Context: an optimization exercise on an open-source flow, tuned for small area, a short achievable clock period and few clock cycles per item. The choices shown serve that exercise and are no tape-out recipe.
Where RTL was checked, it was by simulation tests only, not by an equivalence proof against the original.

==> 08-02 <==
==> flow/design.v (excerpt) <==
module intermittent_compression_mode_controller #(
    parameter int HISTORY_LEN = icmc_pkg::HistoryLenDef,
    parameter int THETA       = icmc_pkg::ThetaDef,
    parameter int COUNT_WIDTH = 16
) (
    input  logic                          i_clk,
    input  logic                          i_rst_n,
    input  logic                          i_cfg_we,
    input  logic [icmc_pkg::CfgIdxW-1:0]  i_cfg_idx,
    input  logic [icmc_pkg::CfgDataW-1:0] i_cfg_data,
    input  logic                          i_valid,
    output logic                          o_ready,
    input  logic [1:0]                    i_mode,
    input  logic [3:0]                    i_op_count,
    output logic                          o_valid,
    input  logic                          i_ready,
    output logic                          o_regular_active,
    output logic                          o_mode_changed,
    output logic                          o_gate_vetoed,
    output logic [icmc_pkg::ThrW-1:0]     o_threshold_now,
    output logic [1:0]                    o_confidence_now,
    output logic signed [icmc_pkg::SumW-1:0] o_predictor_out
);
make LEC_CHECK=0 ABC_AREA=1 CAP_MARGIN=20 CORE_MARGIN=2 CORE_UTILIZATION=40 SETUP_SLACK_MARGIN=5 SLEW_MARGIN=20 finish   # period 10.0 ns
run.sh (not shown) runs the stock make flow with config.mk's settings and CLKGATE_MAP_FILE= SYNTH_SCRIPT=/design/flow/synth_recipe.tcl, a recipe that flattens the netlist after the stock synthesis.
==> 01-23 (differences from 08-02) <==
--- a/flow/design.v
+++ b/flow/design.v
@@ -25,40 +25,56 @@
     input  logic       i_valid,
     output logic       o_ready,
     output logic       o_valid,
     input  logic       i_ready,
     input  logic [1:0] i_mode,
+    input  logic [3:0] i_op_count,
     input  logic       i_need_cap,   
     input  logic       i_qc_v,       
     input  logic       i_tinc_v,     
     output logic       o_acc,        
+    output logic [1:0] o_mode,       
+    output logic [3:0] o_op_count,
     output logic       o_cap1,       
     output logic       o_cap2,       
     output logic       o_cap3        
 );
-    logic r_ovalid, r_cap1, r_cap2, r_cap3, stall, is_reboot;
-    assign is_reboot = (i_mode == icmc_pkg::EV_REBOOT);
-    assign stall   = ((i_mode == icmc_pkg::EV_PWROFF) && !i_qc_v) || (is_reboot && !i_tinc_v);
-    assign o_ready = !r_cap1 && !r_cap2 && !r_cap3 && (!r_ovalid || i_ready) && !stall;
-    assign o_acc   = i_valid && o_ready;
+    logic       r_ovalid, r_cap1, r_cap2, r_cap3, stall, is_reboot, push;
+    logic [1:0] r_cnt;               
+    logic [5:0] r_q0, r_q1;          
+    assign o_mode     = r_q0[5:4];
+    assign o_op_count = r_q0[3:0];
+    assign is_reboot  = (o_mode == icmc_pkg::EV_REBOOT);
+    assign stall   = ((o_mode == icmc_pkg::EV_PWROFF) && !i_qc_v) || (is_reboot && !i_tinc_v);
+    assign o_acc   = (r_cnt != 2'd0) && !r_cap1 && !r_cap2 && !r_cap3 &&
+                     (!r_ovalid || i_ready) && !stall;
+    assign o_ready = !r_cnt[1];
+    assign push    = i_valid && !r_cnt[1];
     assign o_valid = r_ovalid;
     assign o_cap1  = r_cap1;
     assign o_cap2  = r_cap2;
     assign o_cap3  = r_cap3;
     always_ff @(posedge i_clk) begin
         if (!i_rst_n) begin
+            r_cnt    <= 2'd0;
             r_ovalid <= 1'b0;
             r_cap1   <= 1'b0;
             r_cap2   <= 1'b0;
             r_cap3   <= 1'b0;
         end else begin
+            r_cnt    <= r_cnt + {1'b0, push} - {1'b0, o_acc};
             r_cap1   <= o_acc && is_reboot && i_need_cap;
             r_cap2   <= r_cap1;
             r_cap3   <= r_cap2;
             r_ovalid <= (o_acc && !(is_reboot && i_need_cap)) || r_cap3 || (r_ovalid && !i_ready);
         end
     end
+    always_ff @(posedge i_clk) begin
+        if (r_cnt == 2'd0 || (r_cnt == 2'd1 && o_acc)) r_q0 <= {i_mode, i_op_count};
+        else if (o_acc)                                  r_q0 <= r_q1;
+        if (r_cnt == 2'd1 && !o_acc)                     r_q1 <= {i_mode, i_op_count};
+    end
 endmodule
 module icmc_dp #(
     parameter int HISTORY_LEN = icmc_pkg::HistoryLenDef,
     parameter int THETA       = icmc_pkg::ThetaDef,
     parameter int COUNT_WIDTH = icmc_pkg::CountWidthDef
@@ -208,27 +224,24 @@
     assign {a3[2], a3[3]} = csa(a2[3], a2[4], a2[5], r_hs[8]);
     assign {a4[0], a4[1]} = csa(a3[0], a3[1], a3[2], r_hs[9]);
     assign {a5[0], a5[1]} = csa(a4[0], a4[1], a3[3], r_hs[10]);
     assign {a6[0], a6[1]} = csa(a5[0], a5[1], K, r_hs[11]);
     assign r_sum = r_sa + r_sb;
-    logic          m_a, m_b, r_qa, r_qb;
-    logic [7:0]    frac;
-    logic [3:0]    fn;
+    logic          r_qa, r_qb, r_men, r_macc, a_next, b_next;
+    logic [3:0]    r_fn, fn;
+    logic [7:0]    close_src;
     logic [19:0]   mpp [5];
     logic [19:0]   m1 [4];
     logic [19:0]   m2 [2];
     logic [19:0]   m3 [2];
     logic [19:0]   msum;
     logic [CW-1:0] cap_v;
-    assign m_a  = r_qa || i_cap1;
-    assign m_b  = r_qb || i_cap2;
-    assign frac = (i_cap1 || i_cap2) ? r_cap_frac : r_close_frac;
-    assign fn   = m_b ? frac[7:4] : frac[3:0];
+    assign fn   = r_fn;
     for (genvar k = 0; k < 4; k++) begin : g_pp
         assign mpp[k] = {4'd0, r_prev & {CW{fn[k]}}} << k;
     end
-    assign mpp[4] = m_b ? {4'd0, r_qc} : 20'd0;
+    assign mpp[4] = r_macc ? {4'd0, r_qc} : 20'd0;
     function automatic logic [39:0] csa20(input logic [19:0] a, input logic [19:0] b,
                                           input logic [19:0] c);
         csa20 = {a ^ b ^ c, ((a & b) | (a & c) | (b & c)) << 1};
     endfunction
     assign {m1[0], m1[1]} = csa20(mpp[0], mpp[1], mpp[2]);
@@ -271,14 +284,23 @@
     assign thr_inc = tsum[CW] ? CMAX : tsum[CW-1:0];
     logic thr_chg, prev_chg, close_we, qc_start;
     assign prev_chg = i_acc && ev_rbt;
     assign close_we = i_cfg_we && i_cfg_idx == icmc_pkg::REG_CLOSE_FRAC;
     assign qc_start = (prev_chg && !o_need_cap) || i_cap2 || close_we;
+    logic cap1_next;
+    assign cap1_next = prev_chg && o_need_cap;
+    assign a_next    = !i_rst_n || qc_start || cap1_next;
+    assign b_next    = i_rst_n && ((r_qa && !prev_chg && !close_we) || i_cap1);
+    assign close_src = close_we ? i_cfg_data[7:0] : (!i_rst_n ? 8'd26 : r_close_frac);
     assign thr_chg  = (i_acc && ev_rbt && aimd_go) || i_cap3 ||
                       (i_cfg_we && i_cfg_idx == icmc_pkg::REG_INIT_THR);
     always_ff @(posedge i_clk) begin
-        if (m_a || m_b) r_qc <= msum[19:4];
+        if (r_men) r_qc <= msum[19:4];
+        r_men  <= a_next || b_next;
+        r_macc <= b_next;
+        r_fn   <= cap1_next ? r_cap_frac[3:0] : i_cap1 ? r_cap_frac[7:4] :
+                  b_next ? close_src[7:4] : close_src[3:0];
         if (!i_rst_n || thr_chg) begin
             r_tdiv_n <= '0;
             r_trem   <= '0;
         end else if (!r_tdiv_n[2]) begin
             r_tdiv_n <= r_tdiv_n + 3'd1;
@@ -416,20 +438,23 @@
     output logic [icmc_pkg::ThrW-1:0]     o_threshold_now,
     output logic [1:0]                    o_confidence_now,
     output logic signed [icmc_pkg::SumW-1:0] o_predictor_out
 );
     logic acc, cap1, cap2, cap3, need_cap, qc_v, tinc_v;
+    logic [1:0] mode;
+    logic [3:0] op_count;
     icmc_ctrl u_ctrl (
-        .i_clk, .i_rst_n, .i_valid, .o_ready, .o_valid, .i_ready, .i_mode,
+        .i_clk, .i_rst_n, .i_valid, .o_ready, .o_valid, .i_ready, .i_mode, .i_op_count,
+        .o_mode(mode), .o_op_count(op_count),
         .i_need_cap(need_cap), .i_qc_v(qc_v), .i_tinc_v(tinc_v),
         .o_acc(acc), .o_cap1(cap1), .o_cap2(cap2), .o_cap3(cap3)
     );
     icmc_dp #(
         .HISTORY_LEN(HISTORY_LEN), .THETA(THETA), .COUNT_WIDTH(COUNT_WIDTH)
     ) u_dp (
         .i_clk, .i_rst_n, .i_cfg_we, .i_cfg_idx, .i_cfg_data,
-        .i_acc(acc), .i_cap1(cap1), .i_cap2(cap2), .i_cap3(cap3), .i_mode, .i_op_count,
+        .i_acc(acc), .i_cap1(cap1), .i_cap2(cap2), .i_cap3(cap3), .i_mode(mode), .i_op_count(op_count),
         .o_need_cap(need_cap), .o_qc_v(qc_v), .o_tinc_v(tinc_v),
         .o_regular_active, .o_mode_changed, .o_gate_vetoed,
         .o_threshold_now, .o_confidence_now, .o_predictor_out
     );
 endmodule
==> flow/flow/run.sh (new file) <==
#!/bin/bash
bash standard.sh SETUP_SLACK_MARGIN=6 finish > standard.log 2>&1
==> flow/standard.sh (new file) <==
#!/bin/bash
# synth_recipe.tcl (not shown) runs the flow's synth.tcl, then flattens the netlist and writes it again
# the make line also repeats each setting of config.mk as NAME=value (left out here)
make -C /OpenROAD-flow-scripts/flow DESIGN_CONFIG=/design/flow/config.mk WORK_HOME=/design/flow/orfs CLKGATE_MAP_FILE= SYNTH_SCRIPT=/design/flow/synth_recipe.tcl "${@:-finish}"
SETUP_SLACK_MARGIN = not set   (was 5)
TNS_END_PERCENT = 0   (was not set)
removed: flow/run.sh
==> metrics.yaml <==
run_status:
  outcome: "complete, no violations"
clock_network:
  worstSkewPairLatency_ns: 0.59
  cts_buffers: 41
synthesis:
  yosys-top-cells-area: "dfxtp_1 19%, nand2_1 11%, fa_1 10%"
  synth_edf_count: 29
timing:
  whs_ns: 0.443
floorplan:
  rows: 97
Source of the figures above: 08-02

==> metrics.yaml <==
clock_network:
  worstSkewPairLatency_ns: 0.58
  cts_buffers: 43
route:
  ant_nets: 0
synthesis:
  synth_edf_count: 41
  yosys-top-cells-area: "dfxtp_1 20%, nand2_1 12%, fa_1 9.9%"
global_route:
  grt-ovfl-total: 0
run_status:
  outcome: "complete, no violations"
floorplan:
  rows: 98
power_and_ir_drop:
  p_switching_mw: 6.91
Source of the figures above: 01-23

Testbench counts of 08-02, summed over its fixed seeds: cycles 5,099, items 4,829.
The RTL of 01-23 was laid out without a check of its function.

-- separate check: timing with driven ports --
No port has a modelled driver above. Below, the same layouts with a new extraction and two added sets of constraints.
Step 1, drivers: a clkbuf_16 drives i_clk and a buf_2 each remaining input, both assumed.
Step 2 also shifts input and output timing later by t, the mid clock arrival at the registers, as if the neighbouring blocks saw the same clock.
Slacks: ideal / step 1 / step 2; pairs: ideal / step 1.
| run | t (ns) | setup WS [ns] | hold slack, ns | slew at the worst register clock pin (ns) | pins driven straight from the clock port |
|---|---|---|---|---|---|
| 08-02 | 0.633 | 5.017 / 4.938 / 4.662 | 0.443 / 0.443 / 0.443 | 0.06 / 0.06 | 1 |
| 01-23 | 0.630 | 5.275 / 5.275 / 4.810 | 0.455 / 0.455 / 0.455 | 0.07 / 0.07 | 1 |
After both steps every run listed still meets setup and hold. The setup slack of 01-23, which loses most, moves by 0.000 ns with the drivers and by -0.465 ns with both steps.
